Background: an optimization exercise with open tools, aiming at small area and a short achievable clock period. Do not read the settings as production practice.
In this exercise RTL edits were held to simulation tests only and were not proved equivalent to the original.
No activity file was given, so power comes from the tool's default toggle rates.

==> module dps_irq_ctrl, before the edit <==
module dps_irq_ctrl (
	input  logic        clock,
	input  logic        rst,
	input  logic        rst_q,
	input  logic        cfg_req,
	input  logic [5:0]  cfg_entry,
	input  logic        cfg_valid,
	input  logic        cfg_mask,
	input  logic [1:0]  cfg_level,
	input  logic [63:0] events,
	input  logic        ack,
	output logic        irq_req,
	output logic [5:0]  irq_num
);
	logic [63:0] enabled;
	logic [63:0] lvl1;
	logic [63:0] lvl0;
	logic [63:0] pending;
	logic [63:0] cand;
	logic [63:0] top1;
	logic [63:0] sel;
	logic        max1;
	logic        max0;
	logic        found;
	logic [5:0]  best_num;
	logic [7:0]  wsel_hi;
	logic [7:0]  wsel_lo;
	logic        ent_valid;
	assign ent_valid = cfg_valid && cfg_mask && !rst;
	always_comb begin
		for (int j = 0; j < 8; j++) begin
			wsel_hi[j] = rst || (cfg_req && cfg_entry[5:3] == 3'(j));
			wsel_lo[j] = rst || (cfg_entry[2:0] == 3'(j));
		end
	end
	always_ff @(posedge clock) begin
		for (int i = 0; i < 64; i++) begin
			if (wsel_hi[i / 8] && wsel_lo[i % 8]) begin
				enabled[i] <= ent_valid;
				lvl1[i]    <= cfg_level[1] && ent_valid;
				lvl0[i]    <= cfg_level[0] && ent_valid;
			end
		end
	end
	assign cand  = pending & enabled;
	assign found = |cand;
	assign max1  = |(pending & lvl1);
	assign top1  = max1 ? (pending & lvl1) : cand;
	assign max0  = |(top1 & lvl0);
	assign sel   = top1 & (lvl0 | {64{!max0}});
	dps_prio_enc #(.W(6)) enc_i (
		.in  (sel),
		.any (),
		.idx (best_num)
	);
	logic [7:0]  kill_hi;
	logic [7:0]  kill_lo;
	always_comb begin
		for (int j = 0; j < 8; j++) begin
			kill_hi[j] = rst_q || (irq_req && ack && irq_num[5:3] == 3'(j));
			kill_lo[j] = rst_q || (irq_num[2:0] == 3'(j));
		end
	end
	always_ff @(posedge clock) begin
		for (int i = 0; i < 64; i++) begin
			pending[i] <= (pending[i] && !(kill_hi[i / 8] && kill_lo[i % 8])) || events[i];
		end
		if (rst) begin
			irq_req <= 1'b0;
		end else begin
			irq_req <= irq_req ? !ack : found;
		end
		if (!irq_req) begin
			irq_num <= best_num;
		end
	end
endmodule
clock: 85.0 ns
lec_check: 0
cap_margin: 20
core_margin: 2
core_utilization: 65
place_density: 0.75
slew_margin: 20
standard.sh (not shown) runs the stock make flow with config.mk's settings and CLKGATE_MAP_FILE= SYNTH_SCRIPT=/design/flow/synth_recipe.tcl, a recipe that flattens the netlist after the stock synthesis.
==> flow/flow/run.sh <==
#!/bin/bash
# The standard layout (standard.sh) with these changes:
# - synthesis maps the logic with an area-oriented ABC script (flow/abc_area.script,
#   used in place of ORFS's abc_speed.script); the flops and their names are the
#   standard synthesis's, as only the combinational logic goes through ABC;
# - the ports get plain buf_1 buffers instead of the delay cell buffer_ports picks;
# - clock tree synthesis without dummy loads and with larger sink clusters.
# Each step's full output is in the logs under orfs/logs and in *.log here.
set -euo pipefail
here=$(pwd)
rm -rf "$here/abc_scripts"
cp -r "$FLOW_HOME/scripts" "$here/abc_scripts"
cp "$here/flow/abc_area.script" "$here/abc_scripts/abc_speed.script"
export BUFFER_PORTS_ARGS="-buffer_cell sky130_fd_sc_hd__buf_1"
export CTS_ARGS="-sink_clustering_enable -repair_clock_nets -dont_use_dummy_load -buf_list {sky130_fd_sc_hd__clkbuf_8 sky130_fd_sc_hd__clkbuf_16} -sink_clustering_size 30 -sink_clustering_max_diameter 80"
export SETUP_SLACK_MARGIN=66.8
export SETUP_MOVE_SEQUENCE="sizeup,swap"
SCRIPTS_DIR="$here/abc_scripts" bash standard.sh synth > synth.log 2>&1
bash standard.sh > standard.log 2>&1
==> flow/flow/abc_area.script <==
&get -n
&st
&deepsyn -T 60
&dch -f
&nf -R 1000 -p -F 8 -A 4 -a
&st
&deepsyn -T 60
&dch -f
&nf -R 1000 -p -F 8 -A 4 -a
&put
buffer -c
topo
stime -c
upsize -c
dnsize -c
Rerun with:
--- a/flow/design.v
+++ b/flow/design.v
@@ -276,17 +276,17 @@
 	always_ff @(posedge clock) begin
 		for (int i = 0; i < 64; i++) begin
 			if (wsel_hi[i / 8] && wsel_lo[i % 8]) begin
 				enabled[i] <= ent_valid;
-				lvl1[i]    <= cfg_level[1] && ent_valid;
-				lvl0[i]    <= cfg_level[0] && ent_valid;
+				lvl1[i]    <= cfg_level[1];
+				lvl0[i]    <= cfg_level[0];
 			end
 		end
 	end
 	assign cand  = pending & enabled;
 	assign found = |cand;
-	assign max1  = |(pending & lvl1);
-	assign top1  = max1 ? (pending & lvl1) : cand;
+	assign max1  = |(cand & lvl1);
+	assign top1  = cand & (lvl1 | {64{!max1}});
 	assign max0  = |(top1 & lvl0);
 	assign sel   = top1 & (lvl0 | {64{!max0}});
 	dps_prio_enc #(.W(6)) enc_i (
 		.in  (sel),
Via count climbs by 3.7%.
Cell area grows by 1.2%.
Die area increases by 1.4%.
Power increases by 4.9%.
Global-route usage climbs by 0.12 points.
Register-to-register slack got worse by 0.07 ns.
Sequential power is higher by about 3%.
Routed wire length came out higher by 2.6%.
Setup slack degrades by 0.021 ns.
Sequential cell count does not change.
Critical path depth stays the same.
Clock-buffer cell count does not change.
First-iteration DRC count went down by 7.3%.

* * *

Another version of the RTL of default_peripheral_system (not shown whole).
Size: roughly 1,700 cells after synthesis, about 450 flip-flops, about 190 I/O pins, roughly 18,000 um2 of cells after synthesis.
==> module dps_bus_ctrl, before the edit <==
module dps_bus_ctrl (
	input  logic        clock,
	input  logic        rst,
	input  logic        req,
	input  logic        rw,
	input  logic [31:0] addr,
	input  logic [31:0] wdata,
	output logic        busy,
	output logic        valid,
	output logic [31:0] rdata,
	output logic        timer_wr,
	output logic        sci_wr,
	output logic        sci_rd,
	output logic [1:0]  offset,
	output logic [31:0] wdata_q,
	input  logic [31:0] timer_rdata,
	input  logic [31:0] sci_rdata
);
	logic        idle;
	logic        first;
	logic        rw_q;
	logic        read_q;
	logic        low_q;
	logic        a8_q;
	logic        timer_q;
	logic        sci_q;
	logic [31:0] data_q;
	logic [31:0] rd;
	assign timer_q = low_q && !a8_q;
	assign sci_q   = low_q && a8_q;
	assign rd      = (timer_q ? timer_rdata : 32'd0) | (sci_q ? sci_rdata : 32'd0);
	always_ff @(posedge clock) begin
		if (rst) begin
			busy    <= 1'b0;
			idle    <= 1'b1;
			read_q  <= 1'b0;
			valid   <= 1'b0;
		end else begin
			busy    <= idle ? req : first;
			idle    <= idle ? !req : !first;
			read_q  <= !idle && first && !rw_q;
			valid   <= read_q;
		end
		first <= idle;
	end
	always_ff @(posedge clock) begin
		rw_q   <= rw;
		offset <= addr[3:2];
		low_q  <= (addr[31:9] == 23'd0) && (addr[1:0] == 2'd0);
		a8_q   <= addr[8];
	end
	always_ff @(posedge clock) begin
		if (idle) begin
			data_q <= wdata;
		end else if (first) begin
			data_q <= rd;
		end
	end
	assign timer_wr = !idle && first && timer_q && rw_q;
	assign sci_wr   = !idle && first && sci_q && rw_q;
	assign sci_rd   = !idle && first && sci_q && !rw_q;
	assign wdata_q  = data_q;
	assign rdata    = data_q;
endmodule
export LEC_CHECK = 0
export CAP_MARGIN = 20
export CORE_MARGIN = 2
export CORE_UTILIZATION = 65
export PLACE_DENSITY = 0.75
export SLEW_MARGIN = 20
create_clock -name core_clock -period 85.0 [get_ports {clock}]
Scripts as last shown in full above: flow/flow/run.sh, flow/flow/abc_area.script
Then changed:
--- a/flow/design.v
+++ b/flow/design.v
@@ -28,5 +28,4 @@
 	logic        first;
 	logic        rw_q;
-	logic        read_q;
 	logic        low_q;
 	logic        a8_q;
@@ -40,21 +39,21 @@
 	always_ff @(posedge clock) begin
 		if (rst) begin
-			busy    <= 1'b0;
-			idle    <= 1'b1;
-			read_q  <= 1'b0;
-			valid   <= 1'b0;
+			busy  <= 1'b0;
+			idle  <= 1'b1;
+			valid <= 1'b0;
 		end else begin
-			busy    <= idle ? req : first;
-			idle    <= idle ? !req : !first;
-			read_q  <= !idle && first && !rw_q;
-			valid   <= read_q;
+			busy  <= idle ? req : first;
+			idle  <= idle ? !req : !first;
+			valid <= !idle && !first && !rw_q;
 		end
 		first <= idle;
 	end
 	always_ff @(posedge clock) begin
-		rw_q   <= rw;
-		offset <= addr[3:2];
-		low_q  <= (addr[31:9] == 23'd0) && (addr[1:0] == 2'd0);
-		a8_q   <= addr[8];
+		if (idle) begin
+			rw_q   <= rw;
+			offset <= addr[3:2];
+			low_q  <= (addr[31:9] == 23'd0) && (addr[1:0] == 2'd0);
+			a8_q   <= addr[8];
+		end
 	end
 	always_ff @(posedge clock) begin
@@ -265,20 +264,12 @@
 	logic        found;
 	logic [5:0]  best_num;
-	logic [7:0]  wsel_hi;
-	logic [7:0]  wsel_lo;
-	logic        ent_valid;
-	assign ent_valid = cfg_valid && cfg_mask && !rst;
-	always_comb begin
-		for (int j = 0; j < 8; j++) begin
-			wsel_hi[j] = rst || (cfg_req && cfg_entry[5:3] == 3'(j));
-			wsel_lo[j] = rst || (cfg_entry[2:0] == 3'(j));
-		end
-	end
 	always_ff @(posedge clock) begin
 		for (int i = 0; i < 64; i++) begin
-			if (wsel_hi[i / 8] && wsel_lo[i % 8]) begin
-				enabled[i] <= ent_valid;
-				lvl1[i]    <= cfg_level[1] && ent_valid;
-				lvl0[i]    <= cfg_level[0] && ent_valid;
+			if (rst || (cfg_req && cfg_entry == 6'(i))) begin
+				enabled[i] <= cfg_valid && cfg_mask && !rst;
+			end
+			if (cfg_req && cfg_entry == 6'(i)) begin
+				lvl1[i] <= cfg_level[1];
+				lvl0[i] <= cfg_level[0];
 			end
 		end
@@ -286,6 +277,6 @@
 	assign cand  = pending & enabled;
 	assign found = |cand;
-	assign max1  = |(pending & lvl1);
-	assign top1  = max1 ? (pending & lvl1) : cand;
+	assign max1  = |(cand & lvl1);
+	assign top1  = cand & (lvl1 | {64{!max1}});
 	assign max0  = |(top1 & lvl0);
 	assign sel   = top1 & (lvl0 | {64{!max0}});
@@ -295,15 +286,7 @@
 		.idx (best_num)
 	);
-	logic [7:0]  kill_hi;
-	logic [7:0]  kill_lo;
-	always_comb begin
-		for (int j = 0; j < 8; j++) begin
-			kill_hi[j] = rst_q || (irq_req && ack && irq_num[5:3] == 3'(j));
-			kill_lo[j] = rst_q || (irq_num[2:0] == 3'(j));
-		end
-	end
 	always_ff @(posedge clock) begin
 		for (int i = 0; i < 64; i++) begin
-			pending[i] <= (pending[i] && !(kill_hi[i / 8] && kill_lo[i % 8])) || events[i];
+			pending[i] <= (pending[i] && !rst_q && !(irq_req && ack && irq_num == 6'(i))) || events[i];
 		end
 		if (rst) begin
The new run produced a clean layout.
Design area went up by 3.4%.
Worst setup slack is better by 0.022 ns.
Area after synthesis increases by 4.5%.
Cell count grows by 5.8%.
Via count climbs by 5.5%.
Register-to-register slack got worse by 0.63 ns.

[port drivers added, routing unchanged]
How much do the figures lean on ideal ports? The routed layouts below were timed once more, with nothing changed but the port constraints.
Step 1 sets driving cells, clkbuf_16 on the clock port and buf_2 on the other inputs (assumed; they add their load-dependent delay and slew).
Step 2 also shifts input and output timing later by t, the mid clock arrival at the registers, as if the neighbouring blocks saw the same clock.
Three values: ideal, step 1, step 2; two values: the first two.
run | shift t [ns] | slack for setup (ns) | pins driven straight from the clock port
the first run of note 1 | 0.591 | 66.675 / 66.619 / 66.208 | 1
the second run of note 1 | 0.575 | 66.655 / 66.601 / 66.262 | 1
the first run of note 2 | 0.587 | 66.708 / 66.655 / 66.210 | 1
the second run of note 2 | 0.585 | 66.730 / 66.676 / 66.237 | 1
After both steps every run listed still meets setup and hold. For the first run of note 2, which loses most, drivers alone change the setup slack by -0.053 ns; drivers and shift together by -0.498 ns.
